This is an optimization exercise on Yosys and OpenROAD, whose aim is small area, a short achievable clock period and few clock cycles per item, not a production implementation. In this exercise RTL edits were held to simulation tests only and were not proved equivalent to the original. No activity file was given, so power comes from the tool's default toggle rates.

File: flow/design.v
package cle_pkg;
    typedef struct packed {
        logic [5-1:0] row;
        logic [5-1:0] col;
    } pix_rc_t;
    typedef struct packed {
        logic [7-1:0] byte_addr;
        logic [3-1:0]  bit_pos;
    } pix_bb_t;
    typedef union packed {
        pix_rc_t rc;
        pix_bb_t bb;
    } pix_idx_u;
    typedef logic [8-1:0] label_t;
    typedef enum logic [2:0] {
        LEFT_UP, UP, RIGHT_UP, LEFT, RIGHT, LEFT_DOWN, DOWN, RIGHT_DOWN
    } dir_t;
endpackage
`timescale 1ns/100ps
module cle_top (
    input  logic       clk,
    input  logic       reset,
    input  logic [7:0] rom_q,
    output logic [6:0] rom_a,
    output logic [9:0] sram_a,
    output logic [7:0] sram_d,
    output logic       sram_wen,
    output logic       finish
);
    localparam int CW = 5;
    localparam int C  = 1 << CW;
    localparam logic [2:0] PH_CLR  = 3'd0,
                           PH_P1   = 3'd1,
                           PH_RST  = 3'd2,
                           PH_PRE  = 3'd3,
                           PH_P2   = 3'd4,
                           PH_SAVE = 3'd5,
                           PH_FIN  = 3'd6;
    localparam logic [1:0] RS_INIT = 2'd0,
                           RS_R2   = 2'd1,
                           RS_IDLE = 2'd2;
    logic [2:0]  ph, ph_n;
    logic        p1, p2, walk;
    logic [7:0]  fa, flim;
    logic        iv1, iv2;
    logic [7:0]  fq [0:3];
    logic [7:0]  fq_kp [0:3];
    logic [7:0]  fq_sh [0:3];
    logic [2:0]  fcnt;
    logic [2:0]  occ;
    logic        flush, issue, push, pop;
    logic [7:0]  bc, blim;
    logic [7:0]  done8;
    logic [2:0]  jcnt;
    logic [31:0] prevB, curB;
    logic        hv;
    logic [7:0]  hbc;
    logic [1:0]  kk;
    logic        skipb, rm, fresh, bm;
    logic        run0, emit, last_in_byte;
    logic [7:0]  rem, jlow, jsel;
    logic [31:0] ohn;
    logic        prevbit;
    logic        n_l, n_u, n_ul, n_ur, n_fg;
    logic [2:0]  jenc;
    logic        wdone;
    logic [31:0] wnext;
    logic [31:0] rstart, rend;
    logic        walk_fin, wbub;
    logic        pv;
    logic [31:0] poh;
    logic [4:0]  pc, pr;
    logic        pfg, pU, pL, pUL, pUR;
    logic        qv;
    logic [31:0] qoh;
    logic [4:0]  qc, qr;
    logic        qfg, qU, qL, qUL, qUR;
    logic [7:0]  qX, qD;
    logic [31:0][7:0] up;
    logic [31:0] poX;
    logic [9:0]  pbw;
    logic        skip_r;
    logic [7:0]  rdX, rdD, crX, crD;
    logic        hitX, hitD, relX, relD;
    logic [7:0]  opA;
    logic [31:0] mA, mD, relabel;
    logic [6:0]  cnt1;
    logic [6:0]  xid, xid_n;
    logic        xfree, xok, xstep, need_x;
    logic        ovf;
    logic [4:0]  rovf, rseg;
    logic [5:0]  endr;
    logic [4:0]  fri, nfr;
    logic [8:0]  tab [0:C-1];
    logic [CW-1:0] ridx, rk;
    logic [8:0]  tdata;
    logic [7:0]  tq;
    logic [1:0]  rs;
    logic [8:0]  e_q;
    logic [7:0]  pv_lab;
    logic        pv_root, pv_ok;
    logic [7:0]  cnt;
    logic        useA, useD, isStart;
    logic        mrgPos, merge, dlt;
    logic [7:0]  w, l;
    logic        untracked, p1start, hold_p1, alloc_t, alloc_x;
    logic [7:0]  lab1;
    logic        p2fg, p2start, hold_p2, consume;
    logic [7:0]  startLab, lab2;
    logic        hold, adv;
    logic        wen_u;
    logic [7:0]  wdat, wdatN;
    logic        twe, tw_v, tw_sv;
    logic [CW-1:0] twi, tw_i;
    logic [8:0]  twd, tw_d;
    logic        p1_done, p2_done, pre_done;
    logic        bw_act, bw_req, bw_wr, bw_adv;
    logic [7:0]  bw_byte, bw_fa;
    logic [7:0]  bw_r, bw_low, bw_nb, bw_nbc;
    logic [2:0]  bw_j;
    logic        bw_v, bw_nv, bt1, bt2;
    assign hv = (fcnt != 3'd0);
    always_comb begin
        for (int j = 0; j < 8; j++) hbc[j] = fq[0][7-j];
    end
    assign kk = bc[1:0];
    assign skipb = skip_r;
    assign rm    = p1 || (fresh ? skipb : bm);
    assign rem   = hbc & ~done8;
    assign jlow  = rem & (~rem + 8'd1);
    assign jsel  = rm ? jlow : (8'd1 << jcnt);
    assign run0 = (p1 || p2) && hv && (bc < blim) && adv;
    assign emit = run0 && (rm ? (rem != 8'd0) : 1'b1);
    assign last_in_byte = rm ? ((rem & ~jlow) == 8'd0) : (jcnt == 3'd7);
    assign pop  = (run0 && last_in_byte) || ((ph == PH_PRE) && hv && (bc < blim));
    assign ohn = {24'd0, jsel} << {kk, 3'd0};
    always_comb begin
        case (kk)
            2'd1:    prevbit = curB[7];
            2'd2:    prevbit = curB[15];
            2'd3:    prevbit = curB[23];
            default: prevbit = 1'b0;
        endcase
        n_l  = (|(jsel[7:1] & hbc[6:0])) || (jsel[0] && prevbit);
        case (kk)
            2'd0:    pbw = {prevB[8],  prevB[7:0],   1'b0};
            2'd1:    pbw = {prevB[16], prevB[15:8],  prevB[7]};
            2'd2:    pbw = {prevB[24], prevB[23:16], prevB[15]};
            default: pbw = {1'b0,      prevB[31:24], prevB[23]};
        endcase
        n_u  = |(jsel & pbw[8:1]);
        n_ul = |(jsel & pbw[7:0]);
        n_ur = |(jsel & pbw[9:2]);
        n_fg = |(hbc & jsel);
        jenc = 3'd0;
        for (int j = 0; j < 8; j++) if (jsel[j]) jenc = 3'(j);
    end
    assign rstart   = prevB & ~{prevB[30:0], 1'b0};
    assign rend     = prevB & ~{1'b0, prevB[31:1]};
    logic [31:0] q;
    always_comb begin
        q = curB;
        q = q | {q[30:0], 1'b0};
        q = q | {q[29:0], 2'b0};
        q = q | {q[27:0], 4'b0};
        q = q | {q[23:0], 8'b0};
        q = q | {q[15:0], 16'b0};
        wnext = curB & ~{q[30:0], 1'b0};
    end
    assign walk_fin = walk && wdone && !pv && !qv;
    assign wbub     = (ph == PH_RST) && pv && |(rend & poh);
    always_comb begin
        rdX = '0;
        rdD = '0;
        for (int x = 0; x < 32; x++) begin
            rdX = rdX | (up[x] & {8{poX[x]}});
            if (x < 31) rdD = rdD | (up[x+1] & {8{poh[x]}});
        end
    end
    assign hitX = wen_u && |(poX & qoh);
    assign hitD = wen_u && |(poh[30:0] & qoh[31:1]);
    assign relX = |(relabel & poX);
    assign relD = |(relabel[31:1] & poh[30:0]);
    assign crX = dlt ? (hitX ? (mrgPos ? qD : wdatN) : relX ? qD : rdX)
                     : (hitX ? (mrgPos ? qX : wdatN) : relX ? qX : rdX);
    assign crD = dlt ? (hitD ? (mrgPos ? qD : wdatN) : relD ? qD : rdD)
                     : (hitD ? (mrgPos ? qX : wdatN) : relD ? qX : rdD);
    assign useA    = !qU && (qL || qUL);
    assign useD    = !qU && !(qL || qUL) && qUR;
    assign isStart = !(qU || qL || qUL || qUR);
    assign dlt    = (qD < qX);
    assign merge  = mrgPos;
    assign w      = dlt ? qD : qX;
    assign l      = dlt ? qX : qD;
    assign untracked = cnt1[CW];
    assign p1start   = p1 && qv && isStart;
    assign need_x    = p1start && untracked;
    assign hold_p1   = need_x && !(xok && xfree);
    assign alloc_t   = p1start && !untracked;
    assign alloc_x   = need_x && xok && xfree;
    assign xstep     = alloc_x || (xok && !xfree);
    assign xid_n     = xstep ? (xid + 7'd1) : xid;
    always_comb begin
        if (qU)             lab1 = qX;
        else if (useA)      lab1 = mrgPos ? w : qX;
        else if (useD)      lab1 = qD;
        else if (untracked) lab1 = {1'b1, xid};
        else                lab1 = {3'b000, 5'(cnt1)};
    end
    assign p2fg     = p2 && qv && qfg;
    assign p2start  = p2fg && isStart;
    assign hold_p2  = p2start && !pv_ok;
    assign consume  = p2start && pv_ok;
    assign startLab = pv_root ? (cnt + 8'd1) : pv_lab;
    always_comb begin
        if (qU || useA) lab2 = qX;
        else if (useD)  lab2 = qD;
        else           lab2 = startLab;
    end
    assign hold = hold_p1 || hold_p2;
    assign adv  = !hold;
    always_comb begin
        for (int x = 0; x < 32; x++) begin
            mA[x] = (up[x] == opA);
            mD[x] = (up[x] == qD);
            relabel[x] = merge && (mA[x] || mD[x]);
        end
    end
    assign wen_u = (p1 && qv && adv) || (p2fg && adv) || (walk && qv);
    always_comb begin
        if (p1)                 wdat = lab1;
        else if (p2)            wdat = lab2;
        else if (ph == PH_SAVE) wdat = {3'b000, fri};
        else                    wdat = tq;
        if (p1) begin
            if (qU || useA)         wdatN = qX;
            else if (useD)          wdatN = qD;
            else if (untracked)     wdatN = {1'b1, xid};
            else                    wdatN = {3'b000, 5'(cnt1)};
        end
        else if (p2)            wdatN = lab2;
        else if (ph == PH_SAVE) wdatN = {3'b000, fri};
        else                    wdatN = tq;
    end
    always_ff @(posedge clk) begin
        for (int x = 0; x < 32; x++) begin
            if (ph == PH_CLR)
                up[x] <= '0;
            else if (wen_u && qoh[x])
                up[x] <= wdat;
            else if (relabel[x])
                up[x] <= w;
        end
    end
    assign tw_sv = (ph == PH_SAVE) && qv && qL;
    always_comb begin
        twe = 1'b1;
        if (alloc_t) begin
            twi = CW'(cnt1);
            twd = {1'b0, 8'(cnt1)};
        end else if (consume) begin
            twi = rk;
            twd = {1'b1, lab2};
        end else if (tw_sv) begin
            twi = CW'(fri);
            twd = {1'b1, qX};
        end else begin
            twi = dlt ? qX[CW-1:0] : qD[CW-1:0];
            twd = {1'b0, w};
            twe = merge && (dlt ? (!qX[7] && (qX[4:0] >= nfr)) : (!qD[7] && (qD[4:0] >= nfr)));
        end
    end
    always_ff @(posedge clk) begin
        tw_i <= twi;
        tw_d <= twd;
        if (tw_v) tab[tw_i] <= tw_d;
    end
    always_comb begin
        if (ph == PH_RST)       ridx = CW'(fri);
        else if (rs == RS_R2)   ridx = e_q[CW-1:0];
        else if (rs == RS_INIT) ridx = rk;
        else                    ridx = rk + 1'b1;
    end
    assign tdata = (tw_v && (tw_i == ridx)) ? tw_d : tab[ridx];
    always_ff @(posedge clk) tq <= tdata[7:0];
    always_ff @(posedge clk) begin
        if (walk) begin
            if (qv && qUR) fri <= fri + 5'd1;
        end else begin
            fri <= '0;
        end
    end
    assign p1_done  = p1 && (bc == blim) && !pv && !qv;
    assign p2_done  = p2 && (bc == blim) && !pv && !qv;
    assign pre_done = (ph == PH_PRE) && (bc == blim);
    assign flush = (ph == PH_CLR) || p1_done || p2_done || walk_fin || pre_done;
    assign push  = iv2;
    assign occ   = fcnt + {2'b0, iv1} + {2'b0, iv2};
    assign issue = !flush && !bw_req && (p1 || p2 || (ph == PH_PRE)) && (fa < flim) &&
                   (occ < 3'd4);
    always_comb begin
        for (int i = 0; i < 4; i++) begin
            fq_kp[i] = (push && fcnt == 3'(i)) ? rom_q : fq[i];
            if (i < 3) fq_sh[i] = (push && fcnt == 3'(i + 1)) ? rom_q : fq[(i + 1) % 4];
            else       fq_sh[i] = fq[i];
        end
    end
    always_ff @(posedge clk or posedge reset) begin
        if (reset) begin
            rom_a <= '0;
            bt1   <= 1'b0;
            bt2   <= 1'b0;
            iv1   <= 1'b0;
            iv2   <= 1'b0;
            fcnt  <= '0;
        end else begin
            iv1 <= issue;
            iv2 <= iv1 && !flush;
            bt1 <= bw_req;
            bt2 <= bt1;
            if (bw_req)     rom_a <= bw_fa[6:0];
            else if (issue) rom_a <= fa[6:0];
            if (flush) fcnt <= '0;
            else       fcnt <= fcnt + {2'b0, push} - {2'b0, pop};
        end
    end
    always_ff @(posedge clk) begin
        for (int i = 0; i < 4; i++) fq[i] <= pop ? fq_sh[i] : fq_kp[i];
    end
    always_ff @(posedge clk) begin
        if (issue) fa <= fa + 8'd1;
        if (pop) begin
            curB[{kk, 3'd0} +: 8] <= hbc;
            if (kk == 2'd3) prevB <= {hbc, curB[23:0]};
            bc    <= bc + 8'd1;
            done8 <= '0;
            jcnt  <= '0;
        end else if (emit) begin
            done8 <= done8 | jsel;
            jcnt  <= jcnt + 3'd1;
        end
        if (emit) bm <= rm;
        if (pop)       fresh <= 1'b1;
        else if (emit) fresh <= 1'b0;
        skip_r <= ((bc + 8'd1) < bw_byte);
        if (walk) begin
            if (!wdone && !wbub) begin
                poh <= wnext;
                poX <= wnext;
                curB <= curB & ~wnext;
                pU  <= 1'b1;
            end
        end else if (adv) begin
            poh <= ohn;
            poX <= (ohn & prevB) | {1'b0, ohn[31:1] & ~prevB[31:1]};
            pc  <= {kk, jenc};
            pr  <= bc[6:2];
            pfg <= n_fg;
            pU  <= n_u;
            pL  <= n_l;
            pUL <= n_ul;
            pUR <= n_ur;
        end
        if (adv && pv) begin
            qoh <= poh;
            qc  <= pc;
            qr  <= pr;
            qfg <= pfg;
            qU  <= pU;
            qL  <= walk ? |(rstart & poh) : pL;
            qUL <= pUL;
            qUR <= walk ? |(rend & poh) : pUR;
            qX  <= crX;
            qD  <= crD;
        end
        case (ph)
            PH_CLR: begin
                bc    <= 8'd0;
                fa    <= 8'd0;
                flim  <= 8'd128;
                blim  <= 8'd128;
                prevB <= '0;
                done8 <= '0;
                fresh <= 1'b1;
                cnt1  <= '0;
                ovf   <= 1'b0;
                rseg  <= '0;
                nfr   <= '0;
            end
            PH_P1: begin
                if (p1_done) begin
                    endr <= ovf ? {1'b0, rovf} : 6'd32;
                    if (rseg == 5'd0) begin
                        bc    <= 8'd0;
                        fa    <= 8'd0;
                        flim  <= 8'd128;
                        blim  <= ovf ? {1'b0, rovf, 2'b00} : 8'd128;
                        prevB <= '0;
                        done8 <= '0;
                fresh <= 1'b1;
                        jcnt  <= '0;
                        rk    <= '0;
                    end else begin
                        bc   <= {1'b0, rseg - 5'd1, 2'b00};
                        fa   <= {1'b0, rseg - 5'd1, 2'b00};
                        flim <= {1'b0, rseg, 2'b00};
                        blim <= {1'b0, rseg, 2'b00};
                    end
                end else if (p1start && untracked && !ovf) begin
                    ovf  <= 1'b1;
                    rovf <= qr;
                end
                if (alloc_t) cnt1 <= cnt1 + 7'd1;
            end
            PH_PRE: begin
                if (pre_done) begin
                    curB  <= prevB;
                    poh   <= '0;
                    wdone <= 1'b0;
                end
            end
            PH_RST: begin
                if (pv && (poh == 32'd0)) wdone <= 1'b1;
                if (walk_fin) begin
                    fa    <= {1'b0, rseg, 2'b00};
                    flim  <= 8'd128;
                    blim  <= {endr, 2'b00};
                    done8 <= '0;
                fresh <= 1'b1;
                    jcnt  <= '0;
                    rk    <= CW'(nfr);
                end
            end
            PH_P2: begin
                if (p2_done) begin
                    curB  <= prevB;
                    poh   <= '0;
                    wdone <= 1'b0;
                end
                if (consume) rk <= rk + 1'b1;
            end
            PH_SAVE: begin
                if (pv && (poh == 32'd0)) wdone <= 1'b1;
                if (walk_fin) begin
                    rseg  <= endr[4:0];
                    bc    <= {endr, 2'b00};
                    fa    <= {endr, 2'b00};
                    flim  <= 8'd128;
                    blim  <= 8'd128;
                    done8 <= '0;
                fresh <= 1'b1;
                    cnt1  <= 7'(fri);
                    nfr   <= fri;
                    ovf   <= 1'b0;
                end
            end
            default: ;
        endcase
    end
    always_ff @(posedge clk) begin
        if (p2) begin
            case (rs)
                RS_INIT: e_q <= tdata;
                RS_R2: begin
                    pv_lab  <= e_q[8] ? e_q[7:0] : tdata[7:0];
                    pv_root <= !e_q[8] && (e_q[CW-1:0] == rk);
                end
                default: if (consume) e_q <= tdata;
            endcase
        end
    end
    always_ff @(posedge clk or posedge reset) begin
        if (reset) begin
            ph       <= PH_CLR;
            pv       <= 1'b0;
            qv       <= 1'b0;
            rs       <= RS_INIT;
            pv_ok    <= 1'b0;
            cnt      <= '0;
            xid      <= '0;
            xfree    <= 1'b0;
            xok      <= 1'b0;
            tw_v     <= 1'b0;
            p1       <= 1'b0;
            p2       <= 1'b0;
            walk     <= 1'b0;
            mrgPos   <= 1'b0;
            finish   <= 1'b0;
            sram_wen <= 1'b1;
        end else begin
            if (walk) begin
                if (!wdone && !wbub) pv <= 1'b1;
                else                 pv <= 1'b0;
            end else if (pre_done || p2_done) begin
                pv <= 1'b0;
            end else if (adv) begin
                pv <= emit;
            end
            if (adv) qv <= pv;
            if (ph == PH_CLR) begin
                xok <= 1'b0;
            end else if (xstep) begin
                xok <= 1'b0;
            end else if (!mrgPos) begin
                xok   <= 1'b1;
                xfree <= !(|mA);
            end
            xid <= xid_n;
            tw_v <= twe;
            if (adv) mrgPos <= p1 && pv && !pU && (pL || pUL) && pUR;
            if (p2) begin
                case (rs)
                    RS_INIT: rs <= RS_R2;
                    RS_R2: begin
                        rs    <= RS_IDLE;
                        pv_ok <= 1'b1;
                    end
                    default: if (consume) begin
                        rs    <= RS_R2;
                        pv_ok <= 1'b0;
                    end
                endcase
            end else begin
                rs    <= RS_INIT;
                pv_ok <= 1'b0;
            end
            if (consume && pv_root) cnt <= cnt + 8'd1;
            sram_wen <= !((p2 && qv && adv) || bw_wr);
            ph   <= ph_n;
            p1   <= (ph_n == PH_P1);
            p2   <= (ph_n == PH_P2);
            walk <= (ph_n == PH_RST) || (ph_n == PH_SAVE);
            if (ph_n == PH_FIN) finish <= 1'b1;
        end
    end
    always_comb begin
        ph_n = ph;
        case (ph)
            PH_CLR:  ph_n = PH_P1;
            PH_P1:   if (p1_done) ph_n = (rseg == 5'd0) ? PH_P2 : PH_PRE;
            PH_PRE:  if (pre_done) ph_n = PH_RST;
            PH_RST:  if (walk_fin) ph_n = PH_P2;
            PH_P2:   if (p2_done) ph_n = (endr == 6'd32) ? PH_FIN : PH_SAVE;
            PH_SAVE: if (walk_fin) ph_n = PH_P1;
            default: ph_n = PH_FIN;
        endcase
    end
    always_ff @(posedge clk) begin
        if (adv && pv && p1 && !pU && (pL || pUL) && pUR) opA <= crX;
        else                                              opA <= {1'b1, xid_n};
    end
    always_ff @(posedge clk) begin
        if (p2 && qv && adv) begin
            sram_a <= {qr, qc};
            sram_d <= qfg ? lab2 : 8'd0;
        end else if (bw_wr) begin
            sram_a <= {bw_byte[6:0], bw_j};
            sram_d <= 8'd0;
        end
    end
    assign bw_act = (ph == PH_P1) || (ph == PH_RST) || (ph == PH_PRE) || (ph == PH_SAVE) ||
                    (p2 && !(qv && adv) && !p2_done);
    assign bw_req = bw_act && !bt1 && !bt2 && !bw_nv && !bw_fa[7];
    assign bw_low = bw_r & (~bw_r + 8'd1);
    assign bw_wr  = bw_act && bw_v && (bw_r != 8'd0);
    assign bw_adv = bw_act && bw_v && ((bw_r & ~bw_low) == 8'd0);
    always_comb begin
        for (int j = 0; j < 8; j++) bw_nbc[j] = !bw_nb[7-j];
        bw_j = 3'd0;
        for (int j = 0; j < 8; j++) if (bw_low[j]) bw_j = 3'(j);
    end
    always_ff @(posedge clk) begin
        if (ph == PH_CLR) begin
            bw_byte <= '0;
            bw_fa   <= '0;
            bw_v    <= 1'b0;
            bw_nv   <= 1'b0;
        end else if (p2_done && (endr != 6'd32) && (bw_byte < {endr, 2'b00})) begin
            bw_byte <= {endr, 2'b00};
            bw_fa   <= {endr, 2'b00};
            bw_v    <= 1'b0;
            bw_nv   <= 1'b0;
        end else begin
            if (bw_req) bw_fa <= bw_fa + 8'd1;
            if (bw_adv) begin
                bw_byte <= bw_byte + 8'd1;
                bw_v    <= bw_nv;
                bw_r    <= bw_nbc;
                bw_nv   <= 1'b0;
            end else if (bw_act && !bw_v && bw_nv) begin
                bw_v  <= 1'b1;
                bw_r  <= bw_nbc;
                bw_nv <= 1'b0;
            end else if (bw_wr) begin
                bw_r <= bw_r & ~bw_low;
            end
            if (bt2) begin
                bw_nb <= rom_q;
                bw_nv <= 1'b1;
            end
        end
    end
endmodule
File: flow/run.sh
#!/bin/bash
# synth_recipe.tcl (not shown) runs the flow's synth.tcl, then flattens the netlist and writes it again
# the make line also repeats each setting of config.mk as NAME=value (left out here)
make -C /OpenROAD-flow-scripts/flow DESIGN_CONFIG=/design/flow/config.mk WORK_HOME=/design/flow/orfs CLKGATE_MAP_FILE= SYNTH_SCRIPT=/design/flow/synth_recipe.tcl finish
File: flow/config.mk
export PLATFORM = sky130hd
export DESIGN_NAME = cle_top
export DESIGN_NICKNAME = cle_top
export VERILOG_FILES = /design/flow/design.v
export SDC_FILE = /design/flow/constraint.sdc
export NUM_CORES = 4
export LEC_CHECK = 0
export CAP_MARGIN = 20
export CORE_MARGIN = 2
export CORE_UTILIZATION = 40
export SETUP_SLACK_MARGIN = 5
export SLEW_MARGIN = 20
export TNS_END_PERCENT = 0
File: flow/constraint.sdc
create_clock -name core_clock -period 8.0 [get_ports {clk}]
set_input_delay 1.6000 -clock core_clock [delete_from_list [all_inputs] [get_ports {clk}]]
set_output_delay 1.6000 -clock core_clock [all_outputs]
set_load 0.01 [all_outputs]
==> impl_results.md, run 1 <==
* Syn Inst Count at 6208
* Detailed Route Iter0 Violations at 8033
* Via density at 6.654
* Mapped Nets at 6283
* Pin count of the biggest net entering global routing at 78
* Final setup fails at 0
* WP data required at 8550 ps
* CTS tree: built
* Setup TNS at 0 ps
* Routed WL at 283.2 mm
* Sequential power share at 33.1%
* TritonRoute pass-1 iters at 8
* Total power at 0.03316 W
* Vias in the first global route at 50140
* Synth Warn # at 4
* Clock latency (worst-skew pair) at 810 ps
* First-pass GRT wire length at 390.5 mm
* Row count at 138
* Worst setup EP type: flop
* I/O Buffers at 36
* Vias post-DR at 54384
* MaxCap Viol Count at 0
* Post-synth EDFFs at 514
* CP arrival at 3990 ps
* Max Root-Sink Buffers at 3
* P&R area growth vs syn at 16.28%
* Root Buffer Master: clkbuf_16
* RSZ-0062 raised after global routing: true
* Slowest-stage cell, CP: a222oi_1
* Die W at 381.4 µm
* Grt ovf at 0
* Worst slew pin tran at 1296 ps
* Critical path class: reg -> reg
* Number of remaining DRC errors at 0
* Pleak at 24.07 nW
* NetSw at 0.01653 W
* Crit path largest cell delay at 1020 ps
* Overall Global Routing Usage at 37.32%
* Clock skew at 99.47 ps
* ANT nets after route at 0
* Final Hold Vio Count at 0
* Final Cycle Share at 43.07%
* Worst rel slew slack at 13.58%
* Clk pwr share at 16.8%
* Layout cell share with drive strength beyond 1 at 12.61%
* Main synth FF type: edfxtp_1
* Layout Nets at 6252
* CTS Buf Count at 111
* Status: timing/DRC/antenna clean
* PD cells at 500.7 nW/µm²
* Core Region at 141400 µm²
* Crit Path Max Fanout at 9
* Max Clk Rate at 0.2902 GHz
* Initial antenna violation count at 24
* H-tree depth at 3
* Post-synthesis register bit count at 1010
* P_int at 0.01663 W
* Async SR Flop Fraction at 4.554%
* Final min period at 3445 ps
* Clock transition at path regs at 60 ps
* Die Ht at 381.4 µm
* Ports at 37
* DP HPWL at 192.3 mm
* Min-Delay Path Class: reg -> reg
* Sw Share at 49.86%
* Drt wl/cell at 34.65 µm
* Critical-path cell list: buf_4 -> a222oi_1 -> nand3_1 -> or4_1 -> nand2_1 -> o31ai_1 -> a211o_1
* Die area at 145400 µm²
* Buf+Inv Stages, Crit Path at 1
* Library cells used by synthesis at 95
* GP Congestion at 1.153
* Critical Path Start Type: flop
* Count of final max-slew check failures at 0
* Initial Util at 40.28%
* Synth Cell Area at 56960 µm²
* Family with the most delay on the worst path: compound AO/OA/AOI/OAI gates
* Mean Syn Cell Area at 9.176 µm²
* VDD IR max at 0.3952 mV
* CTS Hold Bufs at 0
* Comb pwr share at 50.1%
* Clock sink count at 1010
* Sequential area share after synthesis at 44.93%
cell type report:
| class | count | area, µm² |
|---|---|---|
| clock buffer | 154 | 3294 |
| fill | 13214 | 75180 |
| inverter | 118 | 457.9 |
| multi-input combinational | 4584 | 30190 |
| clock inverter | 56 | 723.2 |
| timing repair buffer | 352 | 3521 |
| sequential | 1010 | 25670 |
| antenna | 9 | 22.52 |
| tap | 1890 | 2365 |
registers in the layout (all words and copies together), names as in the netlist, 10 cells and up:
name,flops
qoh,32
tab,288
prevB,32
curB,32
poh,32
sram_a,10
poX,32
fq,32
up,256
power by group through the flow:
stage	registers (W)	logic, W	clock network [W]
6_report	0.0110	0.0166	0.00559
5_1_grt	0.0108	0.0173	0.00583
4_1_cts	0.0107	0.0153	0.00564
3_5_place_dp	0.0109	0.0140	0
3_3_place_gp	0.0109	0.0139	0
2_1_floorplan	0.00863	0.00935	0
logic make-up (layout without fill, tap and decap cells):
logic type	after synthesis	in the layout	share of synthesized area (%)
AO/OA/AOI/OAI	1771	1772	20.83
other	0	9	0
buffers and inverters	623	680	4.312
adder cells (fa/ha/maj)	67	67	1.476
AND/OR/NAND/NOR	2010	2018	16.91
multiplexers	137	137	2.471
flip-flops	1010	1010	44.93
XOR/XNOR	590	590	9.072
worst register-to-register path, delay by kind of cell, from the launching register on:
kind | cells | cell delay [ps]
DFF | 1 | 480
buffers and inverters | 1 | 300
AOI/OAI and AO/OA | 3 | 1430
and+or+nand+nor | 3 | 1010
metal layers:
layer  routed length [µm]  GRT usage (%)
met1               108700          47.89
met2               121900          56.55
met3                32100          10.45
met4                20390          20.73
met5                  176              0
worst paths after layout:
path                         from  endpoint  slack, ps  depth (start not counted)
setup / recovery           poh[3]     qD[5]       4550                          7
setup reg to reg           poh[3]     qD[5]       4550                          7
min in group asynchronous   reset  rom_a[1]       1320                          3
hold reg to reg               bt1       bt2        380                          0
max in group asynchronous   reset    mrgPos       6100                          3
hold / removal                bt1       bt2        380                          0
layout by cell type (no fill, tap or decap), types with 193 or more instances in the layout:
cell type and n:
edfxtp_1 514, o211ai_1 202, xnor2_1 551, nand2_1 702, nor2_1 394, a22oi_1 203, buf_4 236, nand2b_1 206
nand4_1 193, a21oi_1 536, dfxtp_1 426
repair_timing:
| item | in CTS | in global routing |
|---|---|---|
| buffers inserted | 84 | 64 |
| endpoints found under the setup margin | 671 | 620 |
| gates cloned | 16 | 7 |
| pin swaps | 25 | 39 |
| resized for setup | 256 | 116 |
through the flow:
stage | std cells | hold WS (ps) | util (%) | cell area (µm²) | setup slack (ps)
2_1_floorplan | 6208 | 354.6 | - | 57000 | 4898
3_3_place_gp | 7781 | 366.9 | 41.78 | 59080 | 3484
3_5_place_dp | 7783 | 369.7 | 41.80 | 59110 | 3434
4_1_cts | 8093 | 383.1 | 46.02 | 65080 | 4792
5_1_grt | 8164 | 394.6 | 46.82 | 66210 | 4726
6_report | 8173 | 380.4 | 46.84 | 66240 | 4555
cell usage after synthesis, types with 26 or more instances:
| library cell | n | area, µm² |
|---|---|---|
| edfxtp_1 | 514 | 15430 |
| dfrtp_1 | 45 | 1126 |
| nor4_1 | 39 | 244.0 |
| buf_2 | 53 | 265.3 |
| a21oi_1 | 554 | 2773 |
| mux2i_1 | 108 | 1081 |
| xnor2_1 | 553 | 4843 |
| nand2b_1 | 206 | 1289 |
| nand3_1 | 167 | 835.8 |
| mux2_2 | 29 | 326.6 |
| dfxtp_1 | 450 | 9009 |
| buf_1 | 40 | 150.1 |
| nor3_1 | 70 | 350.3 |
| o2bb2ai_1 | 65 | 569.3 |
| a22oi_1 | 207 | 1554 |
| a21o_1 | 32 | 240.2 |
| nand2_1 | 717 | 2691 |
| o21ai_0 | 183 | 915.9 |
| a221oi_1 | 92 | 805.8 |
| ha_1 | 64 | 800.8 |
| o22ai_1 | 76 | 475.5 |
| a32oi_1 | 31 | 271.5 |
| o211ai_1 | 202 | 1516 |
| clkbuf_2 | 29 | 145.1 |
| inv_1 | 115 | 431.7 |
| nand4_1 | 193 | 1207 |
| and3_1 | 26 | 162.7 |
| xor2_1 | 37 | 324.1 |
| a22o_1 | 77 | 674.4 |
| nor2b_1 | 35 | 219.0 |
| and2_1 | 57 | 356.6 |
| a31oi_1 | 41 | 256.5 |
| nor2_1 | 408 | 1531 |
| clkbuf_1 | 381 | 1430 |
| a211oi_1 | 33 | 247.7 |
Testbench counts, summed over its fixed seeds: cycles 25,419, items 24.
==> run 2: changes to the inputs <==
--- a/flow/design.v
+++ b/flow/design.v
@@ -81,7 +81,7 @@
     logic [9:0]  pbw;
     logic        skip_r;
     logic [7:0]  rdX, rdD, crX, crD;
-    logic        hitX, hitD, relX, relD;
+    logic        hitX, hitD;
     logic [7:0]  opA;
     logic [31:0] mA, mD, relabel;
     logic [6:0]  cnt1;
@@ -92,7 +92,8 @@
     logic [5:0]  endr;
     logic [4:0]  fri, nfr;
     logic [8:0]  tab [0:C-1];
-    logic [CW-1:0] ridx, rk;
+    logic [CW-1:0] ridx, rk, rk1;
+    logic        tfwd;
     logic [8:0]  tdata;
     logic [7:0]  tq;
     logic [1:0]  rs;
@@ -107,9 +108,9 @@
     logic [7:0]  lab1;
     logic        p2fg, p2start, hold_p2, consume;
     logic [7:0]  startLab, lab2;
-    logic        hold, adv;
+    logic        hold, adv, padv;
     logic        wen_u;
-    logic [7:0]  wdat, wdatN;
+    logic [7:0]  wdat;
     logic        twe, tw_v, tw_sv;
     logic [CW-1:0] twi, tw_i;
     logic [8:0]  twd, tw_d;
@@ -129,7 +130,7 @@
     assign rem   = hbc & ~done8;
     assign jlow  = rem & (~rem + 8'd1);
     assign jsel  = rm ? jlow : (8'd1 << jcnt);
-    assign run0 = (p1 || p2) && hv && (bc < blim) && adv;
+    assign run0 = (p1 || p2) && hv && (bc < blim) && padv;
     assign emit = run0 && (rm ? (rem != 8'd0) : 1'b1);
     assign last_in_byte = rm ? ((rem & ~jlow) == 8'd0) : (jcnt == 3'd7);
     assign pop  = (run0 && last_in_byte) || ((ph == PH_PRE) && hv && (bc < blim));
@@ -179,12 +180,8 @@
     end
     assign hitX = wen_u && |(poX & qoh);
     assign hitD = wen_u && |(poh[30:0] & qoh[31:1]);
-    assign relX = |(relabel & poX);
-    assign relD = |(relabel[31:1] & poh[30:0]);
-    assign crX = dlt ? (hitX ? (mrgPos ? qD : wdatN) : relX ? qD : rdX)
-                     : (hitX ? (mrgPos ? qX : wdatN) : relX ? qX : rdX);
-    assign crD = dlt ? (hitD ? (mrgPos ? qD : wdatN) : relD ? qD : rdD)
-                     : (hitD ? (mrgPos ? qX : wdatN) : relD ? qX : rdD);
+    assign crX = hitX ? wdat : rdX;
+    assign crD = hitD ? wdat : rdD;
     assign useA    = !qU && (qL || qUL);
     assign useD    = !qU && !(qL || qUL) && qUR;
     assign isStart = !(qU || qL || qUL || qUR);
@@ -219,6 +216,7 @@
     end
     assign hold = hold_p1 || hold_p2;
     assign adv  = !hold;
+    assign padv = adv && !mrgPos;
     always_comb begin
         for (int x = 0; x < 32; x++) begin
             mA[x] = (up[x] == opA);
@@ -232,15 +230,6 @@
         else if (p2)            wdat = lab2;
         else if (ph == PH_SAVE) wdat = {3'b000, fri};
         else                    wdat = tq;
-        if (p1) begin
-            if (qU || useA)         wdatN = qX;
-            else if (useD)          wdatN = qD;
-            else if (untracked)     wdatN = {1'b1, xid};
-            else                    wdatN = {3'b000, 5'(cnt1)};
-        end
-        else if (p2)            wdatN = lab2;
-        else if (ph == PH_SAVE) wdatN = {3'b000, fri};
-        else                    wdatN = tq;
     end
     always_ff @(posedge clk) begin
         for (int x = 0; x < 32; x++) begin
@@ -276,12 +265,21 @@
         if (tw_v) tab[tw_i] <= tw_d;
     end
     always_comb begin
-        if (ph == PH_RST)       ridx = CW'(fri);
-        else if (rs == RS_R2)   ridx = e_q[CW-1:0];
-        else if (rs == RS_INIT) ridx = rk;
-        else                    ridx = rk + 1'b1;
+        if (ph == PH_RST) begin
+            ridx = CW'(fri);
+            tfwd = (tw_i == CW'(fri));
+        end else if (rs == RS_R2) begin
+            ridx = e_q[CW-1:0];
+            tfwd = (tw_i == e_q[CW-1:0]);
+        end else if (rs == RS_INIT) begin
+            ridx = rk;
+            tfwd = (tw_i == rk);
+        end else begin
+            ridx = rk1;
+            tfwd = (tw_i == rk1);
+        end
     end
-    assign tdata = (tw_v && (tw_i == ridx)) ? tw_d : tab[ridx];
+    assign tdata = (tw_v && tfwd) ? tw_d : tab[ridx];
     always_ff @(posedge clk) tq <= tdata[7:0];
     always_ff @(posedge clk) begin
         if (walk) begin
@@ -350,7 +348,7 @@
                 curB <= curB & ~wnext;
                 pU  <= 1'b1;
             end
-        end else if (adv) begin
+        end else if (padv) begin
             poh <= ohn;
             poX <= (ohn & prevB) | {1'b0, ohn[31:1] & ~prevB[31:1]};
             pc  <= {kk, jenc};
@@ -361,7 +359,7 @@
             pUL <= n_ul;
             pUR <= n_ur;
         end
-        if (adv && pv) begin
+        if (padv && pv) begin
             qoh <= poh;
             qc  <= pc;
             qr  <= pr;
@@ -400,6 +398,7 @@
                 fresh <= 1'b1;
                         jcnt  <= '0;
                         rk    <= '0;
+                        rk1   <= CW'(1);
                     end else begin
                         bc   <= {1'b0, rseg - 5'd1, 2'b00};
                         fa   <= {1'b0, rseg - 5'd1, 2'b00};
@@ -429,6 +428,7 @@
                 fresh <= 1'b1;
                     jcnt  <= '0;
                     rk    <= CW'(nfr);
+                    rk1   <= CW'(nfr + 5'd1);
                 end
             end
             PH_P2: begin
@@ -437,7 +437,10 @@
                     poh   <= '0;
                     wdone <= 1'b0;
                 end
-                if (consume) rk <= rk + 1'b1;
+                if (consume) begin
+                    rk  <= rk1;
+                    rk1 <= rk1 + 1'b1;
+                end
             end
             PH_SAVE: begin
                 if (pv && (poh == 32'd0)) wdone <= 1'b1;
@@ -493,10 +496,10 @@
                 else                 pv <= 1'b0;
             end else if (pre_done || p2_done) begin
                 pv <= 1'b0;
-            end else if (adv) begin
+            end else if (padv) begin
                 pv <= emit;
             end
-            if (adv) qv <= pv;
+            if (adv) qv <= padv && pv;
             if (ph == PH_CLR) begin
                 xok <= 1'b0;
             end else if (xstep) begin
@@ -507,7 +510,7 @@
             end
             xid <= xid_n;
             tw_v <= twe;
-            if (adv) mrgPos <= p1 && pv && !pU && (pL || pUL) && pUR;
+            if (adv) mrgPos <= padv && p1 && pv && !pU && (pL || pUL) && pUR;
             if (p2) begin
                 case (rs)
                     RS_INIT: rs <= RS_R2;
@@ -546,7 +549,7 @@
         endcase
     end
     always_ff @(posedge clk) begin
-        if (adv && pv && p1 && !pU && (pL || pUL) && pUR) opA <= crX;
+        if (padv && pv && p1 && !pU && (pL || pUL) && pUR) opA <= crX;
         else                                              opA <= {1'b1, xid_n};
     end
     always_ff @(posedge clk) begin
==> impl_results.md, run 2 <==
* Number of remaining DRC errors at 0 (unchanged)
* Reg area at 25790 µm² (was 25670 µm²)
* Layout Nets at 5565 (was 6252)
* Initial Util at 40.39% (was 40.28%)
* Critical Path Start Type: flop (unchanged)
* CTS Buf Count at 110 (was 111)
* ANT nets after route at 0 (unchanged)
* DP Worst Slack at 3560 ps (was 3434 ps)
* Row count at 135 (was 138)
* Worst setup margin at 4508 ps (was 4555 ps)
* I/O Buffers at 36 (unchanged)
* RSZ-0062 raised after global routing: true (unchanged)
* Min-Delay Path Class: reg -> reg (unchanged)
* Mapped Nets at 5609 (was 6283)
* Post-synthesis register bit count at 1015 (was 1010)
* Max Root-Sink Buffers at 3 (unchanged)
* GP Congestion at 1.124 (was 1.153)
* R2r setup slk at 4510 ps (was 4550 ps)
* Final Cycle Share at 43.64% (was 43.07%)
* Grt ovf at 0 (unchanged)
* Vias in the first global route at 45960 (was 50140)
* Die W at 374.3 µm (was 381.4 µm)
* Hold Path Origin: bt1 (unchanged)
* Sequential area share after synthesis at 46.94% (was 44.93%)
* Total power at 0.02957 W (was 0.03316 W)
* PD cells at 476.5 nW/µm² (was 500.7 nW/µm²)
* Via density at 6.731 (was 6.654)
* Synth area leader: edfxtp_1 (unchanged)
* Final setup fails at 0 (unchanged)
* Reg with most FFs: tab (unchanged)
* Status: timing/DRC/antenna clean (unchanged)
* Count leader, synth: nand2_1 (unchanged)
* MaxCap Viol Count at 0 (unchanged)
* H-tree depth at 3 (unchanged)
* Mean Syn Cell Area at 9.911 µm² (was 9.176 µm²)
* Count of final max-slew check failures at 0 (unchanged)
* Die Ht at 374.3 µm (was 381.4 µm)
* Syn Inst Count at 5534 (was 6208)
* Routed WL at 250.0 mm (was 283.2 mm)
* Layout cell share with drive strength beyond 1 at 10.42% (was 12.61%)
* DP HPWL at 166.5 mm (was 192.3 mm)
* Ports at 37 (unchanged)
* Worst slew pin tran at 1175 ps (was 1296 ps)
* Async SR Flop Fraction at 4.532% (was 4.554%)
* Cells taking the most area after synthesis: edfxtp_1, dfxtp_1, xnor2_1, mux2i_1, nand2_1 (was edfxtp_1, dfxtp_1, xnor2_1, a21oi_1, nand2_1)
* Commonest non-fill, non-tap cell in the layout: nand2_1 (unchanged)
* Crit path from: opA[7] (was poh[3])
* Crit Path Max Fanout at 20 (was 9)
* Die area at 140100 µm² (was 145400 µm²)
* WP data required at 8650 ps (was 8550 ps)
* Root Buffer Master: clkbuf_16 (unchanged)
* P&R area growth vs syn at 13.13% (was 16.28%)
* Overall Global Routing Usage at 34.19% (was 37.32%)
* Most frequent cells in the layout: nand2_1, xnor2_1, edfxtp_1 (was nand2_1, xnor2_1, a21oi_1)
* Clock skew at 62.36 ps (was 99.47 ps)
* Main synth FF type: edfxtp_1 (unchanged)
* Core Region at 135800 µm² (was 141400 µm²)
* Vias post-DR at 49585 (was 54384)
* Post-synth EDFFs at 519 (was 514)
* Setup crit end: xfree (was qD[5])
* Reg-to-reg endpoint: xfree (was qD[5])
* Drt wl/cell at 33.94 µm (was 34.65 µm)
* R2R cell count at 7 (unchanged)
* Max Clk Rate at 0.2864 GHz (was 0.2902 GHz)
* CP arrival at 4140 ps (was 3990 ps)
* VDD IR max at 0.3413 mV (was 0.3952 mV)
* Biggest regs: tab x288, up x256 (unchanged)
* Clock sink count at 1015 (was 1010)
* # fillers at 12850 (was 13214)
* Worst setup EP type: flop (unchanged)
* TritonRoute pass-1 iters at 8 (unchanged)
* CTS tree: built (unchanged)
* Critical path class: reg -> reg (unchanged)
* Setup TNS at 0 ps (unchanged)
* Initial antenna violation count at 5 (was 24)
* Library cells used by synthesis at 98 (was 95)
* Max reg flops at 288 (unchanged)
* Synth Cell Area at 54850 µm² (was 56960 µm²)
* Most frequent cells after synthesis: nand2_1, xnor2_1, edfxtp_1 (was nand2_1, a21oi_1, xnor2_1)
* First-pass GRT wire length at 348.5 mm (was 390.5 mm)
* Worst rel slew slack at 21.37% (was 13.58%)
* Pleak at 23.26 nW (was 24.07 nW)
* Clock transition at path regs at 60 ps (about the same)
* Final min period at 3492 ps (was 3445 ps)
* Multi-input logic area at 27680 µm² (was 30190 µm²)
* Util after Layout at 45.69% (was 46.84%)
* Synth Warn # at 4 (unchanged)
* Detailed Route Iter0 Violations at 7580 (was 8033)
* Synth top area share at 28.41% (was 27.10%)
* Hold Crit Depth at 0 (unchanged)
* Final Hold Vio Count at 0 (unchanged)
* Pin count of the biggest net entering global routing at 68 (was 78)
* Reg2reg start: opA[7] (was poh[3])
* Clock latency (worst-skew pair) at 800 ps (was 810 ps)
run 2: layer usage:
layer	track usage, %	vias to the layer above	share of wire [%]
li1	-	20751	-
met1	45.18	24644	40
met2	51.13	3329	43
met3	8.362	859	11
met4	19.09	2	6.7
met5	0	-	0.0052
run 2: final cells by class:
class | count | share of cell area, %
multi-input cells | 4004 | 44.61
flip-flops and latches | 1015 | 41.56
clock buffers | 152 | 4.854
repair buffers | 240 | 3.672
well taps | 1781 | 3.591
clock inverters | 55 | 0.9780
inverters | 119 | 0.7299
diodes | 1 | 0.004033
run 2: how the worst min path moves through the flow:
stage | slack [ps] | end
3_5_place_dp | 370 | bt2
3_3_place_gp | 370 | bt2
4_1_cts | 380 | bt2
2_1_floorplan | 350 | bt2
5_1_grt | 410 | bt2
6_report | 380 | bt2
run 2: report_power, final:
group	internal, W	switching [W]
Combinational	0.00498	0.00870
Clock	0.00285	0.00231
Sequential	0.00737	0.00335
run 2: critical path, cell delays in order (launching register included):
cell and delay [ps]:
dfxtp_2 750, buf_4 520, xnor2_1 110, nand4_1 100, nor2_2 120, nor4_2 580, nand4_1 630, o41ai_1 490
run 2: stage by stage:
stage,cell area (µm²),std cells,hold slack (ps)
after global placement,56970,7075,370.1
final,62050,7367,382.0
after detailed placement,56990,7076,369.9
after floorplan,54850,5534,354.9
after CTS,61400,7322,383.1
after global routing,62050,7366,405.8
run 2: cell families after synthesis:
kind of cell / count (synthesis) / synth area share (%)
compound gates: 1380 / 17.43
xor+xnor: 587 / 9.373
flops: 1015 / 46.94
fa+ha+maj: 67 / 1.533
mux: 374 / 6.946
simple gates: 1590 / 13.91
buf+inv: 521 / 3.866
run 2: what timing repair did:
action	in CTS	in global routing
gates resized for setup	122	63
hold buffers	0	0
endpoints found under the setup margin	700	626
hold endpoints to repair	0	0
gates cloned	9	4
pin swaps	14	17
buffers inserted	30	37
Testbench counts of run 2, summed over its fixed seeds: cycles 25,568, items 24.
==> run 3: changes to the inputs <==
--- a/flow/config.mk
+++ b/flow/config.mk
@@ -10,4 +10,4 @@
 export CORE_UTILIZATION = 40
 export SETUP_SLACK_MARGIN = 5
 export SLEW_MARGIN = 20
-export TNS_END_PERCENT = 0
+export TNS_END_PERCENT = 10
==> impl_results.md, run 3 <==
* Critical Path Start Type: flop (unchanged)
* WHS at 381.9 ps (was 382.0 ps)
* DP HPWL at 166.5 mm (unchanged)
* Biggest regs: tab x288, up x256 (unchanged)
* CTS tree: built (unchanged)
* Sequential area share after synthesis at 46.94% (unchanged)
* Detailed Route Iter0 Violations at 7529 (was 7580)
* Initial Util at 40.39% (unchanged)
* PD cells at 487.9 nW/µm² (was 476.5 nW/µm²)
* Hold Path Origin: bt1 (unchanged)
* Worst slew pin tran at 1221 ps (was 1175 ps)
* Post-synth EDFFs at 519 (unchanged)
* Vias post-DR at 50092 (was 49585)
* Main synth FF type: edfxtp_1 (unchanged)
* Most frequent cells after synthesis: nand2_1, xnor2_1, edfxtp_1 (unchanged)
* Worst setup EP type: flop (unchanged)
* Max Clk Rate at 0.3011 GHz (was 0.2864 GHz)
* Clock sink count at 1015 (unchanged)
* Final Hold Vio Count at 0 (unchanged)
* Reg with most FFs: tab (unchanged)
* Crit path largest cell delay at 690 ps (was 750 ps)
* Slowest-stage cell, CP: nand4_1 (was dfxtp_2)
* Pin count of the biggest net entering global routing at 68 (unchanged)
* Hold Path Sink: bt2 (unchanged)
* TritonRoute pass-1 iters at 7 (was 8)
* I/O Buffers at 36 (unchanged)
* Max reg flops at 288 (unchanged)
* Final min period at 3322 ps (was 3492 ps)
* Ports at 37 (unchanged)
* Commonest non-fill, non-tap cell in the layout: nand2_1 (unchanged)
* Overall Global Routing Usage at 34.57% (was 34.19%)
* Grt ovf at 0 (unchanged)
* Synth area leader: edfxtp_1 (unchanged)
* Crit Path Max Fanout at 32 (was 20)
* Clock transition at path regs at 60 ps (about the same)
* GP Congestion at 1.124 (unchanged)
* Critical path class: reg -> reg (unchanged)
* Drt wl/cell at 34.40 µm (was 33.94 µm)
* Synth Cell Area at 54850 µm² (unchanged)
* Die area at 140100 µm² (unchanged)
* Reg2reg start: opA[4] (was opA[7])
* P&R area growth vs syn at 15.43% (was 13.13%)
* Min-Delay Path Class: reg -> reg (unchanged)
* Layout Nets at 5628 (was 5565)
* Routed WL at 255.8 mm (was 250.0 mm)
* Die Ht at 374.3 µm (unchanged)
* Number of remaining DRC errors at 0 (unchanged)
* Vias in the first global route at 46217 (was 45960)
* Mean Syn Cell Area at 9.911 µm² (unchanged)
* Status: timing/DRC/antenna clean (unchanged)
* Most common cell on crit path: nand4_1 (unchanged)
* Critical-path cell list: buf_4 -> xnor2_1 -> nand4_1 -> nor2_1 -> nor4_1 -> nand4_1 -> o41ai_1 (was buf_4 -> xnor2_1 -> nand4_1 -> nor2_2 -> nor4_2 -> nand4_1 -> o41ai_1)
* Pleak at 23.83 nW (was 23.26 nW)
* Count of final max-slew check failures at 0 (unchanged)
* CTS Buf Count at 110 (unchanged)
* Root Buffer Master: clkbuf_16 (unchanged)
* Most frequent cells in the layout: nand2_1, xnor2_1, edfxtp_1 (unchanged)
* R2R cell count at 7 (unchanged)
* Syn Inst Count at 5534 (unchanged)
* Layout cell share with drive strength beyond 1 at 12.16% (was 10.42%)
* Mapped Nets at 5609 (unchanged)
* Row count at 135 (unchanged)
* VDD IR max at 0.4833 mV (was 0.3413 mV)
* H-tree depth at 3 (unchanged)
* Reg-to-reg endpoint: xfree (unchanged)
* First-pass GRT wire length at 351.5 mm (was 348.5 mm)
* WP data required at 8650 ps (about the same)
* Final Cycle Share at 41.52% (was 43.64%)
* Hold Crit Depth at 0 (unchanged)
* ANT nets after route at 0 (unchanged)
* Async SR Flop Fraction at 4.532% (unchanged)
* R2r setup slk at 4680 ps (was 4510 ps)
* Design area at 63310 µm² (was 62050 µm²)
* Core Region at 135800 µm² (unchanged)
* Post-synthesis register bit count at 1015 (unchanged)
* Setup TNS at 0 ps (unchanged)
* Area after DPL at 56990 µm² (unchanged)
* Cells taking the most area after synthesis: edfxtp_1, dfxtp_1, xnor2_1, mux2i_1, nand2_1 (unchanged)
* Via density at 6.736 (was 6.731)
* Synth top area share at 28.41% (unchanged)
* MaxCap Viol Count at 0 (unchanged)
* Clock skew at 61.86 ps (was 62.36 ps)
* Die W at 374.3 µm (unchanged)
* Library cells used by synthesis at 98 (unchanged)
* Final setup fails at 0 (unchanged)
* RSZ-0062 raised after global routing: true (unchanged)
* Synth Warn # at 4 (unchanged)
* Max Root-Sink Buffers at 3 (unchanged)
* Initial antenna violation count at 15 (was 5)
* Count leader, synth: nand2_1 (unchanged)
* Worst rel slew slack at 18.59% (was 21.37%)
* CP arrival at 3970 ps (was 4140 ps)
* Clock latency (worst-skew pair) at 800 ps (about the same)
## run 3: worst max-delay path by stage
stage	end	slack [ps]	start
6_report	xfree	4680	opA[4]
5_1_grt	e_q[2]	4720	qL
4_1_cts	sram_d[2]	4740	sram_d[2]
3_5_place_dp	pv_lab[6]	3560	ph[0]
3_3_place_gp	opA[3]	3540	qU
2_1_floorplan	fcnt[2]	4530	qU
## run 3: report_power, final
part	leakage (nW)	total (W)	internal (W)	switching, W
sequential	9.25	0.0108	0.00738	0.00338
combinational	12.8	0.0150	0.00573	0.00925
clock	1.73	0.00516	0.00285	0.00231
## run 3: cell type report
cell class / instances / area, µm²
antenna: 7 / 17.52
sequential: 1015 / 25810
clock buffer: 152 / 3012
timing repair buffer: 300 / 3238
clock inverter: 55 / 606.8
multi-input combinational: 4006 / 27920
timing repair inverter: 1 / 11.26
inverter: 119 / 476.7
tap: 1781 / 2228
fill: 12715 / 72490
## run 3: critical path: cells and delay by family (launching register included)
kind / cells / cell delay [ps]
AOI/OAI and AO/OA: 1 / 500
xor gates and xnor gates: 1 / 130
and+or+nand+nor: 4 / 1600
buffers and inverters: 1 / 620
DFF: 1 / 320
## run 3: kinds of logic (layout without fill, tap and decap cells)
family / Yosys count / count (layout) / synth area share (%)
other cells: 0 / 7 / 0
flops: 1015 / 1015 / 46.94
simple gates: 1590 / 1596 / 13.91
buf+inv: 521 / 627 / 3.866
mux: 374 / 374 / 6.946
compound gates: 1380 / 1382 / 17.43
xor+xnor: 587 / 587 / 9.373
fa+ha+maj: 67 / 67 / 1.533
## run 3: what timing repair did
action                     in CTS  in global routing
pin swaps                      30                 36
hold buffers                    0                  0
setup buffers                  56                 61
setup endpoints to repair     700                551
resized for setup             171                107
gates cloned                   16                 11
## run 3: routing by layer
metal,wire length (µm),up-vias,track usage (%)
met3,29430,936,9.240
met4,17960,14,19.33
met1,99770,24711,45.20
met5,80,-,0
li1,-,20894,-
met2,108600,3537,51.67
## run 3: stage by stage
stage / setup WS, ps / total power [W] / std cells / utilization (%)
floorplan: 4526 / 0.01713 / 5534 / -
global placement: 3545 / 0.02283 / 7075 / 41.95
detailed placement: 3560 / 0.02304 / 7076 / 41.96
CTS: 4739 / 0.02902 / 7355 / 45.72
global route: 4717 / 0.03152 / 7430 / 46.61
finish: 4678 / 0.03089 / 7436 / 46.62
==> run 4: changes to the inputs <==
--- a/flow/design.v
+++ b/flow/design.v
@@ -86,7 +86,8 @@
     logic [31:0] mA, mD, relabel;
     logic [6:0]  cnt1;
     logic [6:0]  xid, xid_n;
-    logic        xfree, xok, xstep, need_x;
+    logic        xfree, xok, xstep, need_x, xchk;
+    logic [3:0]  xpart;
     logic        ovf;
     logic [4:0]  rovf, rseg;
     logic [5:0]  endr;
@@ -260,6 +261,9 @@
         end
     end
     always_ff @(posedge clk) begin
+        xpart <= {|mA[31:24], |mA[23:16], |mA[15:8], |mA[7:0]};
+    end
+    always_ff @(posedge clk) begin
         tw_i <= twi;
         tw_d <= twd;
         if (tw_v) tab[tw_i] <= tw_d;
@@ -483,6 +487,7 @@
             xid      <= '0;
             xfree    <= 1'b0;
             xok      <= 1'b0;
+            xchk     <= 1'b0;
             tw_v     <= 1'b0;
             p1       <= 1'b0;
             p2       <= 1'b0;
@@ -500,13 +505,14 @@
                 pv <= emit;
             end
             if (adv) qv <= padv && pv;
+            xchk  <= (ph != PH_CLR) && !mrgPos && !xstep;
             if (ph == PH_CLR) begin
                 xok <= 1'b0;
             end else if (xstep) begin
                 xok <= 1'b0;
-            end else if (!mrgPos) begin
+            end else if (xchk) begin
                 xok   <= 1'b1;
-                xfree <= !(|mA);
+                xfree <= (xpart == 4'd0);
             end
             xid <= xid_n;
             tw_v <= twe;
--- a/flow/config.mk
+++ b/flow/config.mk
@@ -10,4 +10,4 @@
 export CORE_UTILIZATION = 40
 export SETUP_SLACK_MARGIN = 5
 export SLEW_MARGIN = 20
-export TNS_END_PERCENT = 10
+export TNS_END_PERCENT = 0
==> impl_results.md, run 4 <==
* Crit Path Max Fanout at 16 (was 32)
* CTS Buf Count at 111 (was 110)
* Library cells used by synthesis at 104 (was 98)
* Clock latency (worst-skew pair) at 800 ps (about the same)
* Via density at 6.658 (was 6.736)
* Initial Util at 40.16% (was 40.39%)
* Count leader, synth: xnor2_1 (was nand2_1)
* Family with the most delay on the worst path: compound AO/OA/AOI/OAI gates (was simple AND/OR/NAND/NOR gates)
* Biggest regs: tab x288, up x256 (unchanged)
* MaxCap Viol Count at 0 (unchanged)
* Synth area leader: edfxtp_1 (unchanged)
* PD cells at 494.0 nW/µm² (was 487.9 nW/µm²)
* Clock transition at path regs at 60 ps (about the same)
* Commonest non-fill, non-tap cell in the layout: xnor2_1 (was nand2_1)
* CTS tree: built (unchanged)
* Critical-path cell list: a221oi_1 -> nand4_1 -> o31a_2 -> nor4_4 -> a21oi_1 -> mux2_2 (was buf_4 -> xnor2_1 -> nand4_1 -> nor2_1 -> nor4_1 -> nand4_1 -> o41ai_1)
* Critical path class: reg -> reg (unchanged)
* Layout Nets at 5667 (was 5628)
* Post-synthesis register bit count at 1020 (was 1015)
* First-pass GRT wire length at 367.5 mm (was 351.5 mm)
* Final Cycle Share at 41.95% (was 41.52%)
* Sequential power share at 35.3% (was 34.8%)
* Die W at 377.6 µm (was 374.3 µm)
* RSZ-0062 raised after global routing: true (unchanged)
* Synth Warn # at 4 (unchanged)
* Drt wl/cell at 35.26 µm (was 34.40 µm)
* Root Buffer Master: clkbuf_16 (unchanged)
* DP Worst Slack at 3253 ps (was 3560 ps)
* Initial antenna violation count at 12 (was 15)
* Cells taking the most area after synthesis: edfxtp_1, dfxtp_1, xnor2_1, mux2i_1, nor2_1 (was edfxtp_1, dfxtp_1, xnor2_1, mux2i_1, nand2_1)
* Clock skew at 107.5 ps (was 61.86 ps)
* Reg with most FFs: tab (unchanged)
* Sequential area share after synthesis at 46.30% (was 46.94%)
* ANT nets after route at 0 (unchanged)
* Core Region at 139000 µm² (was 135800 µm²)
* Post-synth EDFFs at 519 (unchanged)
* Setup TNS at 0 ps (unchanged)
* Crit path largest cell delay at 800 ps (was 690 ps)
* H-tree depth at 3 (unchanged)
* GP Congestion at 1.095 (was 1.124)
* Mean Syn Cell Area at 10.02 µm² (was 9.911 µm²)
* Syn Inst Count at 5571 (was 5534)
* Max Root-Sink Buffers at 3 (unchanged)
* Most frequent cells in the layout: xnor2_1, edfxtp_1, nor2_1 (was nand2_1, xnor2_1, edfxtp_1)
* Count of final max-slew check failures at 0 (unchanged)
* Total power at 0.03189 W (was 0.03089 W)
* P&R area growth vs syn at 15.61% (was 15.43%)
* VDD IR max at 0.4453 mV (was 0.4833 mV)
* Mapped Nets at 5646 (was 5609)
* Clk pwr share at 17.4% (was 16.7%)
* Vias in the first global route at 46832 (was 46217)
* Worst setup margin at 4644 ps (was 4678 ps)
* Layout cell share with drive strength beyond 1 at 14.59% (was 12.16%)
* Final setup fails at 0 (unchanged)
* Synth Cell Area at 55830 µm² (was 54850 µm²)
* Final Hold Vio Count at 0 (unchanged)
* Pin count of the biggest net entering global routing at 72 (was 68)
* WHS at 378.3 ps (was 381.9 ps)
* Routed WL at 266.9 mm (was 255.8 mm)
* Min-Delay Path Class: reg -> reg (unchanged)
* Util after Layout at 46.43% (was 46.62%)
* Main synth FF type: edfxtp_1 (unchanged)
* Max Clk Rate at 0.2980 GHz (was 0.3011 GHz)
* Max reg flops at 288 (unchanged)
* Comb pwr share at 47.4% (was 48.5%)
* Sw Share at 49.01% (was 48.36%)
* Synth top area share at 27.91% (was 28.41%)
* CP arrival at 4030 ps (was 3970 ps)
* TritonRoute pass-1 iters at 13 (was 7)
* DP HPWL at 179.5 mm (was 166.5 mm)
* Die Ht at 377.6 µm (was 374.3 µm)
* Vias post-DR at 50409 (was 50092)
* Worst rel slew slack at 28.30% (was 18.59%)
* Row count at 137 (was 135)
* Slowest-stage cell, CP: edfxtp_1 (was nand4_1)
* Overall Global Routing Usage at 36.20% (was 34.57%)
* Most frequent cells after synthesis: xnor2_1, edfxtp_1, nor2_1 (was nand2_1, xnor2_1, edfxtp_1)
* Worst setup EP type: flop (unchanged)
* WP data required at 8670 ps (was 8650 ps)
* Number of remaining DRC errors at 0 (unchanged)
* Die area at 142600 µm² (was 140100 µm²)
* P_int at 0.01626 W (was 0.01595 W)
* Buf+Inv Stages, Crit Path at 0 (was 1)
* Status: timing/DRC/antenna clean (unchanged)
* I/O Buffers at 36 (unchanged)
* Final min period at 3356 ps (was 3322 ps)
* Critical Path Start Type: flop (unchanged)
* Ports at 37 (unchanged)
* NetSw at 0.01563 W (was 0.01494 W)
* Pleak at 23.75 nW (was 23.83 nW)
* CTS Hold Bufs at 0 (unchanged)
* Clock sink count at 1020 (was 1015)
* Worst slew pin tran at 1075 ps (was 1221 ps)
* Detailed Route Iter0 Violations at 7854 (was 7529)
* Grt ovf at 0 (unchanged)
* Async SR Flop Fraction at 4.608% (was 4.532%)
[run 4: worst paths after layout]
path                       slack (ps)    start  cells after the start       end
setup / recovery                 4640  poX[18]                      6    opA[5]
hold / removal                    380    pc[4]                      0     qc[4]
setup reg to reg                 4640  poX[18]                      6    opA[5]
hold reg to reg                   380    pc[4]                      0     qc[4]
max in group asynchronous        6060    reset                      3     ph[2]
min in group asynchronous        1290    reset                      3  rom_a[6]
[run 4: per-stage QoR]
stage / instance area (µm²) / std cells
after floorplan: 55840 / 5571
after global placement: 58130 / 7218
after detailed placement: 58180 / 7220
after CTS: 64010 / 7539
after global routing: 64540 / 7568
final: 64550 / 7571
[run 4: final cells by class]
cell class                      count  area (µm²)
Clock buffer                      153        3143
Timing Repair inverter              2       13.76
Antenna cell                        5       12.51
Multi-Input combinational cell   4050       28790
Timing Repair Buffer              321        3199
Clock inverter                     58       782.0
Inverter                           86       362.8
Sequential cell                  1020       25900
Tap cell                         1876        2347
Fill cell                       12868       74470
[run 4: logic make-up (layout without fill, tap and decap cells)]
| family | count (synthesis) | after routing | share of synthesized area [%] |
|---|---|---|---|
| and+or+nand+nor | 1565 | 1568 | 13.35 |
| AOI/OAI and AO/OA | 1401 | 1401 | 17.12 |
| DFF | 1020 | 1020 | 46.30 |
| xor gates and xnor gates | 589 | 589 | 9.239 |
| buffers and inverters | 504 | 620 | 3.830 |
| muxes | 425 | 425 | 8.652 |
| adders and majority gates | 67 | 67 | 1.506 |
| other | 0 | 5 | 0 |
[run 4: power groups by stage]
stage | sequential, W | clock, W | combinational [W]
final | 0.0113 | 0.00553 | 0.0151
after global routing | 0.0111 | 0.00578 | 0.0157
after CTS | 0.0109 | 0.00558 | 0.0141
after detailed placement | 0.0111 | 0 | 0.0130
after global placement | 0.0110 | 0 | 0.0128
after floorplan | 0.00891 | 0 | 0.00878
[run 4: repair_timing]
item / 4_1_cts / 5_1_grt
pin swaps: 31 / 7
endpoints found under the setup margin: 749 / 576
resized for setup: 214 / 50
gates cloned: 16 / 8
buffers inserted: 92 / 18
[run 4: worst reg2reg max path, delay by kind of cell (launching register included)]
| kind | cells | cell delay, ps |
|---|---|---|
| DFF | 1 | 800 |
| and+or+nand+nor | 2 | 870 |
| muxes | 1 | 290 |
| AOI/OAI and AO/OA | 3 | 1320 |
[run 4: per-layer routing]
metal / GRT usage (%) / up-vias / wire [µm]
li1: - / 21024 / -
met1: 49.16 / 24998 / 108200
met2: 52.42 / 3543 / 110100
met3: 10.26 / 830 / 32590
met4: 18.09 / 14 / 15850
met5: 0.1715 / - / 195
Testbench counts of run 4, summed over its fixed seeds: cycles 25,664, items 24.
==> run 5: changes to the inputs <==
--- a/flow/config.mk
+++ b/flow/config.mk
@@ -10,4 +10,4 @@
 export CORE_UTILIZATION = 40
 export SETUP_SLACK_MARGIN = 5
 export SLEW_MARGIN = 20
-export TNS_END_PERCENT = 0
+export TNS_END_PERCENT = 20
==> impl_results.md, run 5 <==
* Status: timing/DRC/antenna clean (unchanged)
* CTS Hold Bufs at 0 (unchanged)
* TritonRoute pass-1 iters at 10 (was 13)
* Via density at 6.696 (was 6.658)
* WHS at 384.6 ps (was 378.3 ps)
* Die Ht at 377.6 µm (unchanged)
* Max Root-Sink Buffers at 3 (unchanged)
* Commonest non-fill, non-tap cell in the layout: xnor2_1 (unchanged)
* Core Region at 139000 µm² (unchanged)
* Final min period at 3204 ps (was 3356 ps)
* Async SR Flop Fraction at 4.608% (unchanged)
* Reg2reg start: ph[2] (was poX[18])
* Main synth FF type: edfxtp_1 (unchanged)
* Layout Nets at 5726 (was 5667)
* Min-Delay Path Class: reg -> reg (unchanged)
* Max reg flops at 288 (unchanged)
* Routed WL at 260.6 mm (was 266.9 mm)
* NetSw at 0.01583 W (was 0.01563 W)
* Syn Inst Count at 5571 (unchanged)
* Clock sink count at 1020 (unchanged)
* Mapped Nets at 5646 (unchanged)
* Number of remaining DRC errors at 0 (unchanged)
* Critical path class: reg -> out (was reg -> reg)
* Post-synth EDFFs at 519 (unchanged)
* Vias in the first global route at 46332 (was 46832)
* P_int at 0.01652 W (was 0.01626 W)
* Crit Path Max Fanout at 1 (was 16)
* WP data required at 6400 ps (was 8670 ps)
* I/O Buffers at 36 (unchanged)
* Sequential power share at 34.6% (was 35.3%)
* Critical-path cell list: clkdlybuf4s15_2 (was a221oi_1 -> nand4_1 -> o31a_2 -> nor4_4 -> a21oi_1 -> mux2_2)
* Hold Crit Depth at 0 (unchanged)
* Synth Cell Area at 55830 µm² (unchanged)
* Grt ovf at 0 (unchanged)
* Pleak at 24.08 nW (was 23.75 nW)
* P&R area growth vs syn at 17.31% (was 15.61%)
* # fillers at 12729 (was 12868)
* Setup TNS at 0 ps (unchanged)
* Library cells used by synthesis at 104 (unchanged)
* Most frequent cells after synthesis: xnor2_1, edfxtp_1, nor2_1 (unchanged)
* Pin count of the biggest net entering global routing at 72 (unchanged)
* DP HPWL at 170.3 mm (was 179.5 mm)
* Clock transition at path regs at 60 ps (about the same)
* Buf+Inv Stages, Crit Path at 1 (was 0)
* First-pass GRT wire length at 355.6 mm (was 367.5 mm)
* Slowest-stage cell, CP: edfxtp_1 (unchanged)
* Overall Global Routing Usage at 34.80% (was 36.20%)
* Most frequent cells in the layout: xnor2_1, edfxtp_1, nor2_1 (unchanged)
* Design area at 65500 µm² (was 64550 µm²)
* Root Buffer Master: clkbuf_16 (unchanged)
* Multi-input logic area at 29330 µm² (was 28790 µm²)
* GP Congestion at 1.107 (was 1.095)
* Mean Syn Cell Area at 10.02 µm² (unchanged)
* Comb pwr share at 49.2% (was 47.4%)
* Initial Util at 40.16% (unchanged)
* Crit path largest cell delay at 560 ps (was 800 ps)
* Worst slew pin tran at 1151 ps (was 1075 ps)
* ANT nets after route at 0 (unchanged)
* Count leader, synth: xnor2_1 (unchanged)
* Reg-to-reg endpoint: pv_lab[5] (was opA[5])
* Hold Path Origin: bt1 (was pc[4])
* Area after DPL at 57950 µm² (was 58180 µm²)
* Post-synthesis register bit count at 1020 (unchanged)
* RSZ-0062 raised after global routing: true (unchanged)
* CTS Buf Count at 109 (was 111)
* Biggest regs: tab x288, up x256 (unchanged)
* Final Hold Vio Count at 0 (unchanged)
* Max Clk Rate at 0.3121 GHz (was 0.2980 GHz)
* Final setup fails at 0 (unchanged)
* Hold Path Sink: bt2 (was qc[4])
* Detailed Route Iter0 Violations at 8039 (was 7854)
run 5: cell types whose count changed in the layout (fill, tap and decap cells not counted), moves of 8 or more:
| cell | change |
|---|---|
| nor2_2 | +8 |
| buf_4 | +29 |
| ha_1 | -8 |
| nor2_1 | -11 |
| buf_6 | +13 |
run 5: cell families (layout without fill, tap and decap cells):
group | count (synthesis) | after routing | share of synthesized area, %
compound gates | 1401 | 1403 | 17.12
xor+xnor | 589 | 589 | 9.239
fa+ha+maj | 67 | 67 | 1.506
buf+inv | 504 | 670 | 3.830
flops | 1020 | 1020 | 46.30
mux | 425 | 425 | 8.652
other cells | 0 | 3 | 0
simple gates | 1565 | 1570 | 13.35
run 5: how the worst max path moves through the flow:
stage                     cells after the start  slack (ps)         to       from
after floorplan                              15        4750    fcnt[2]   fq[0][6]
after global placement                        9        2880    poh[31]         qU
after detailed placement                      9        2560    poh[31]         qU
after CTS                                    12        4780  pv_lab[3]      ph[0]
after global routing                         12        4710  pv_lab[3]      ph[2]
final                                         1        4800  sram_a[4]  sram_a[4]
run 5: area by class of cell:
class	instances	share of cell area [%]
Inverter	86	0.5368
Clock buffer	147	4.567
Sequential cell	1020	39.57
Antenna cell	3	0.01146
Multi-Input combinational cell	4054	44.78
Timing Repair inverter	3	0.02483
Timing Repair Buffer	377	5.922
Clock inverter	57	1.003
Tap cell	1876	3.584
run 5: per-stage QoR:
stage               utilization, %  worst slack, ps  instances
floorplan                        -             4746       5571
CTS                          46.01             4784       7530
finish                       47.12             4796       7623
global route                 47.11             4712       7620
global placement             41.66             2880       7191
detailed placement           41.68             2557       7194
run 5: what timing repair did:
item,in CTS,in global routing
pin swaps,42,59
resized for setup,274,157
setup buffers,109,77
gates cloned,23,12
endpoints found under the setup margin,760,530
run 5: per-layer routing:
layer | global-route usage [%] | vias up | part of all wire [%]
met1 | 47.10 | 25178 | 39
li1 | - | 21136 | -
met2 | 50.23 | 3771 | 41
met4 | 18.53 | 8 | 6.4
met3 | 9.656 | 951 | 13
met5 | 0 | - | 0.021
run 5: power groups by stage:
stage	logic [W]	registers (W)	clock network, W
floorplan	0.00878	0.00891	0
global route	0.0165	0.0110	0.00548
detailed placement	0.0129	0.0110	0
CTS	0.0144	0.0108	0.00527
global placement	0.0127	0.0110	0
finish	0.0159	0.0112	0.00524

Re-timed with assumed drivers on the ports (clkbuf_16 on the clock, buf_2 on other inputs), run 5 has 4.711 ns of setup slack against 4.796 ns with ideal ports, and 4.798 ns once port delays also move by the mid clock arrival of 0.817 ns.
